Source: an optimization exercise on an open RTL-to-GDS flow (aim: small area and a short achievable clock period). Production flows keep margins and buffers that such runs may drop. In this exercise RTL edits were held to simulation tests only and were not proved equivalent to the original. The flow treats the clock pin as an ideal source, which a real chip does not have.

JK:
Design mac_top, start of the top module:
module mac_top #(
   parameter int A_WIDTH = 18,
   parameter int B_WIDTH = 18,
   parameter int P_WIDTH = 48
) (
   input  logic                      clk,
   input  logic                      rst_n,
   input  logic signed [A_WIDTH-1:0] data_a,
   input  logic signed [B_WIDTH-1:0] data_b,
   input  mac_pkg::mac_op_e          op,
   input  logic                      activate_mac,
   output logic signed [P_WIDTH-1:0] data_p,
   output logic                      p_valid
);
Settings: LEC_CHECK=0, ABC_AREA=1, CAP_MARGIN=20, CORE_MARGIN=2, CORE_UTILIZATION=40, HOLD_SLACK_MARGIN=0.05, SLEW_MARGIN=20; clock period 10.0 ns.
standard.sh (not shown) runs the stock make flow with config.mk's settings and CLKGATE_MAP_FILE= SYNTH_SCRIPT=/design/flow/synth_recipe.tcl, a recipe that flattens the netlist after the stock synthesis.
==> flow/flow/run.sh <==
#!/bin/bash
# The standard layout, with these changes in how it is made:
# - Yosys's synth runs without its early ABC pass (-noabc), so the full
#   adders it extracts keep their polarity (no inverters between them);
# - the port buffers are the smallest buffer (buf_1) instead of the
#   default clkdlybuf4s50_1; every port is still buffered;
# - after CTS, flow/pq_clock_delay.tcl puts delay chains in front of the
#   result register's clock (useful skew for the register-to-register
#   multiply-add paths).
export SYNTH_ARGS="-noabc"
export BUFFER_PORTS_ARGS="-buffer_cell sky130_fd_sc_hd__buf_1"
export POST_CTS_TCL="$PWD/flow/pq_clock_delay.tcl"
export PQ_DLY_CELLS="sky130_fd_sc_hd__clkdlybuf4s50_1 sky130_fd_sc_hd__clkdlybuf4s50_1"
export PQ_SKIP_BITS=8
export PQ_BUF_CELL=sky130_fd_sc_hd__clkbuf_8
bash standard.sh > standard.log 2>&1
Other scripts of this flow, unchanged in this note and not shown: flow/flow/pq_clock_delay.tcl
JK did not stop at any stage, and its layout met the timing, DRC and antenna checks.
Input-level comparison between MS and JK:
-- flow/flow/run.sh --
<<< JK, line 11
export BUFFER_PORTS_ARGS="-buffer_cell sky130_fd_sc_hd__buf_1"
export POST_CTS_TCL="$PWD/flow/pq_clock_delay.tcl"
export PQ_DLY_CELLS="sky130_fd_sc_hd__clkdlybuf4s50_1 sky130_fd_sc_hd__clkdlybuf4s50_1"
export PQ_SKIP_BITS=8
export PQ_BUF_CELL=sky130_fd_sc_hd__clkbuf_8
>>> MS, line 11
export BUFFER_PORTS_ARGS="-buffer_cell sky130_fd_sc_hd__buf_1"
export POST_CTS_TCL="$PWD/flow/pq_clock_delay.tcl"
export PQ_DLY_CELLS="sky130_fd_sc_hd__clkdlybuf4s50_1 sky130_fd_sc_hd__clkdlybuf4s50_1 sky130_fd_sc_hd__clkdlybuf4s25_1"
export PQ_SKIP_BITS=8
export PQ_BUF_CELL=sky130_fd_sc_hd__clkbuf_8
-- flow/config.mk --
<<< JK, line 11
export CORE_UTILIZATION = 40
export HOLD_SLACK_MARGIN = 0.05
export SLEW_MARGIN = 20
>>> MS, line 11
export CORE_UTILIZATION = 40
export HOLD_SLACK_MARGIN = 0.05
export SETUP_SLACK_MARGIN = 5
export SLEW_MARGIN = 20
==> comparison <==
- The flow completed for MS, but it is not clean: the layout still shows negative hold slack.
- Of the two values seen for capture point of the critical path, p_q[43] was produced by JK and data_p[21] by MS.
- Relative to JK, final area increased by about 16% in MS.

========
Another version of the RTL of mac_top (not shown whole).
Size in the first run: about 97 flip-flops, ~90 I/O pins.
Settings: LEC_CHECK=0, ABC_AREA=1, CAP_MARGIN=20, CORE_MARGIN=2, CORE_UTILIZATION=40, SETUP_SLACK_MARGIN=5, SLEW_MARGIN=20; clock period 10.0 ns.
run.sh (not shown) runs the stock make flow with config.mk's settings and CLKGATE_MAP_FILE= SYNTH_SCRIPT=/design/flow/synth_recipe.tcl, a recipe that flattens the netlist after the stock synthesis.
Stock flow here: none of the scripts above is used.
The baseline finished with timing, DRC and antenna clean.
Edit:
- SETUP_SLACK_MARGIN: 5 -> 3
Result: The new run went through all stages and came out clean; global-route usage shrinks by 0.68 points; first-iteration DRC count shrinks by 1.3%; non-clock buffer count shrinks by 106; worst setup slack degrades by 1.2 ns.
Edit:
==> flow/flow/run.sh (new file) <==
#!/bin/bash
# Standard layout, with Yosys's synth run without its early ABC pass
# (-noabc) so the full adders keep their polarity.
cp standard.sh standard_copy.txt
export SYNTH_ARGS="-noabc"
bash standard.sh > standard.log 2>&1
==> flow/standard.sh (new file) <==
#!/bin/bash
# synth_recipe.tcl (not shown) runs the flow's synth.tcl, then flattens the netlist and writes it again
# the make line also repeats each setting of config.mk as NAME=value (left out here)
make -C /OpenROAD-flow-scripts/flow DESIGN_CONFIG=/design/flow/config.mk WORK_HOME=/design/flow/orfs CLKGATE_MAP_FILE= SYNTH_SCRIPT=/design/flow/synth_recipe.tcl "${@:-finish}"
- ABC_AREA: 1 -> 0
- SETUP_SLACK_MARGIN: 3 -> not set
removed: flow/run.sh
What happened:
- The changed run finished with timing, DRC and antenna clean
- clock skew decreases by 0.0040 ns
- synthesized cell count decreases by 35%
- hold slack gets worse by 0.0067 ns
- worst setup slack gets worse by 0.80 ns
- maximum frequency decreases by 12%
- via count decreases by about 24%
- critical path depth does not change
- non-clock buffer count increases by 6
- sequential cell count stays the same
- design area decreases by 14%
Edit:
==> flow/run.sh (new file) <==
#!/bin/bash
# synth_recipe.tcl (not shown) runs the flow's synth.tcl, then flattens the netlist and writes it again
# the make line also repeats each setting of config.mk as NAME=value (left out here)
make -C /OpenROAD-flow-scripts/flow DESIGN_CONFIG=/design/flow/config.mk WORK_HOME=/design/flow/orfs CLKGATE_MAP_FILE= SYNTH_SCRIPT=/design/flow/synth_recipe.tcl finish
- ABC_AREA: 0 -> not set
- SETUP_SLACK_MARGIN: not set -> 5
removed: flow/flow/run.sh
removed: flow/standard.sh
Result: The new run went through all stages and came out clean; design area increases by 22%; wire length rises by 10%; count of clock-buffer cells in the layout fell by 1; utilization grows by 7.2 points; critical path depth rose by 1; worst hold slack gets better by 0.0073 ns.

-- what the ideal ports hide --
No port has a modelled driver above. Below, the same layouts with a new extraction and two added sets of constraints.
Step 1: set_driving_cell puts a clkbuf_16 on clk and a buf_2 on each other input, an assumption about the parent block.
Step 2, shift: input delay + t, output delay - t, t = (earliest + latest rising clock arrival at the registers) / 2. This alone moves slack from input paths to output paths.
Slacks: ideal / step 1 / step 2; pairs: ideal / step 1.
| run | shift t [ns] | setup WS [ns] | hold slack, ns | clock arrival spread, ns | cell pins on the clock port's net |
|---|---|---|---|---|---|
| JK | 0.964 | 4.527 / 4.527 / 4.527 | 0.033 / 0.033 / 0.033 | 1.122 / 1.121 | 1 |
| MS | 1.103 | 5.695 / 5.651 / 5.729 | -0.061 / -0.061 / -0.061 | 1.409 / 1.410 | 1 |
| the first run of note 2 | 0.430 | 5.105 / 5.105 / 5.105 | 0.359 / 0.359 / 0.359 | 0.014 / 0.014 | 1 |
| the second run of note 2 | 0.426 | 3.921 / 3.921 / 3.921 | 0.361 / 0.361 / 0.361 | 0.015 / 0.015 | 1 |
| the third run of note 2 | 0.407 | 3.117 / 3.117 / 3.117 | 0.354 / 0.354 / 0.354 | 0.011 / 0.012 | 1 |
| the fourth run of note 2 | 0.420 | 4.266 / 4.266 / 4.266 | 0.362 / 0.362 / 0.362 | 0.016 / 0.015 | 1 |
In JK and MS the clock reaches the registers at very different times; t lies between them, and the last value is a rough guide only.
